What follows belongs to an exercise in optimizing a design on an open flow for small area, a short achievable clock period and few clock cycles per item; a production flow would make more cautious choices.
The RTL was checked by simulation tests, not by an equivalence proof against the original design.

Design fp_alu_seq, start of the top module:
module fp_alu_seq #(
   parameter int EXP_W = 8,
   parameter int MAN_W = 23
) (
   input  logic                   clk,
   input  logic                   rst,
   input  logic                   in_valid,
   output logic                   in_ready,
   input  logic [2:0]             op,
   input  logic [EXP_W+MAN_W:0]   a,
   input  logic [EXP_W+MAN_W:0]   b,
   output logic                   out_valid,
   input  logic                   out_ready,
   output logic [EXP_W+MAN_W:0]   result,
   output logic [3:0]             flags
);
For scale: ~7400 cells after synthesis, roughly 470 flip-flops.
export LEC_CHECK = 0
export ABC_AREA = 1
export CAP_MARGIN = 20
export CORE_MARGIN = 2
export CORE_UTILIZATION = 50
export GPL_ROUTABILITY_DRIVEN = 0
export SETUP_SLACK_MARGIN = 4
export SLEW_MARGIN = 20
create_clock -name core_clock -period 11.0 [get_ports {clk}]
standard.sh (not shown) runs the stock make flow with config.mk's settings and CLKGATE_MAP_FILE= SYNTH_SCRIPT=/design/flow/synth_recipe.tcl, a recipe that flattens the netlist after the stock synthesis.
==> flow/flow/run.sh <==
#!/bin/bash
# Own flow: the standard layout (standard.sh), except that synthesis runs without
# the full/half-adder extraction (ADDER_MAP_FILE empty), so that ABC maps the adders
# itself. Registers, floorplan, power grid, placement, CTS and routing are the standard ones.
set -euo pipefail
bash standard.sh ADDER_MAP_FILE= synth > synth.log 2>&1
bash standard.sh finish > layout.log 2>&1
The baseline passed the timing, DRC and antenna checks.
Testbench counts at the start, summed over its fixed seeds: cycles 3,617, items 3,000.
Edit:
- CORE_UTILIZATION: 50 -> 40
- GPL_ROUTABILITY_DRIVEN: 0 -> default
- SETUP_SLACK_MARGIN: 4 -> 4.5
After rerunning:
- via count went up by 3.4%
- first-iteration DRC count drops by about 15%
- area after synthesis is unchanged
- global-route usage came out lower by 6.0 points
Edit:
- ABC_CLOCK_PERIOD_IN_PS: default -> 5000
- SETUP_SLACK_MARGIN: 4.5 -> 5
What happened:
- global-route usage climbs by 1.5 points
- wire length came out higher by 3.2%
- fmax is about the same
- core utilization rose by 1.4 points
- worst hold slack hardly moves
- critical path depth came out lower by 29

job 5318:
fp_alu_seq again, from the RTL that the note above started with.
Settings: LEC_CHECK=0, ABC_AREA=1, ABC_CLOCK_PERIOD_IN_PS=5000, CAP_MARGIN=20, CORE_MARGIN=2, CORE_UTILIZATION=40, SETUP_SLACK_MARGIN=4, SLEW_MARGIN=20; clock period 11.0 ns.
Scripts as last shown in full above: flow/flow/run.sh
Testbench counts of job 5318, summed over its fixed seeds: cycles 3,617, items 3,000.
Here is what was changed in the inputs of job 9195 compared with job 5318.
-- flow/config.mk --
<<< job 5318, line 7
export LEC_CHECK = 0
export ABC_AREA = 1
export ABC_CLOCK_PERIOD_IN_PS = 5000
export CAP_MARGIN = 20
>>> job 9195, line 7
export LEC_CHECK = 0
export CAP_MARGIN = 20
Notes after the runs:
Cmp job 9195 and job 5318 / total number of nets in the final design / higher: job 5318. Diff job 5318 -> job 9195: TritonCTS buffer count down 6; clock latency of the later-clocked register in the worst-skew pair held; hold slack now sits higher.
Relative to job 9195, the following input files were edited for job 2107:
-- flow/config.mk --
<<< job 9195, line 7
export LEC_CHECK = 0
export CAP_MARGIN = 20
>>> job 2107, line 7
export LEC_CHECK = 0
export ABC_AREA = 1
export CAP_MARGIN = 20
<<< job 9195, line 10
export CORE_UTILIZATION = 40
export SETUP_SLACK_MARGIN = 4
export SLEW_MARGIN = 20
>>> job 2107, line 11
export CORE_UTILIZATION = 40
export SETUP_SLACK_MARGIN = 3.5
export SLEW_MARGIN = 20
==> comparison <==
Job 2107 closes out successfully: all stages finished, all timing, DRC and antenna checks passed.
Iteration count of the initial detailed-routing pass on job 2107 is down relative to job 9195.
Per the comparison of job 2107 with job 9195, met3 demand-to-capacity share in global routing went down; design area fell by 13%.
Of job 9195 and job 2107, job 9195 shows the higher vias after detailed routing, with job 2107 below it.
The final reports for job 2107 and job 9195 show global routing usage on met2 higher in the former.
Diff job 9195 -> job 2107: clock slew seen by the registers of the worst setup and hold paths stayed essentially flat, sequential share of cell area rose by 3.4 points.

what the ideal ports hide:
The flow's constraints put no driver on any port. The routed layouts listed below were extracted and timed again, unchanged, in two steps. Step 1 sets driving cells, clkbuf_16 on the clock port and buf_2 on the other inputs (assumed; they add their load-dependent delay and slew). Step 2 adds t to the input delays and takes it off the output delays; t is the mean of the earliest and latest rising clock arrival at the registers after step 1. Input paths then give back, and output paths get back, about the clock's delay inside the block. Three values: ideal, step 1, step 2; two values: the first two.
| run | t (ns) | setup WS [ns] | worst setup path after step 2 | clock arrival spread, ns | worst data-port slew with drivers (ns) |
|---|---|---|---|---|---|
| the first run of note 1 | 0.724 | 4.124 / 4.054 / 3.961 | input to register | 0.052 / 0.051 | 0.18 |
| the second run of note 1 | 0.690 | 4.261 / 4.237 / 4.261 | register to register | 0.035 / 0.035 | 0.18 |
| the third run of note 1 | 0.702 | 4.271 / 4.199 / 4.445 | register to register | 0.036 / 0.036 | 0.16 |
| job 5318 | 0.695 | 4.183 / 4.116 / 4.233 | input to register | 0.023 / 0.023 | 0.19 |
| job 9195 | 0.674 | 1.740 / 1.669 / 2.196 | register to register | 0.053 / 0.053 | 0.19 |
| job 2107 | 0.690 | 3.721 / 3.654 / 3.793 | register to register | 0.046 / 0.046 | 0.19 |
After both steps setup and hold are still met in every run listed. The setup slack of the first run of note 1, which loses most, moves by -0.070 ns with the drivers and by -0.163 ns with both steps.
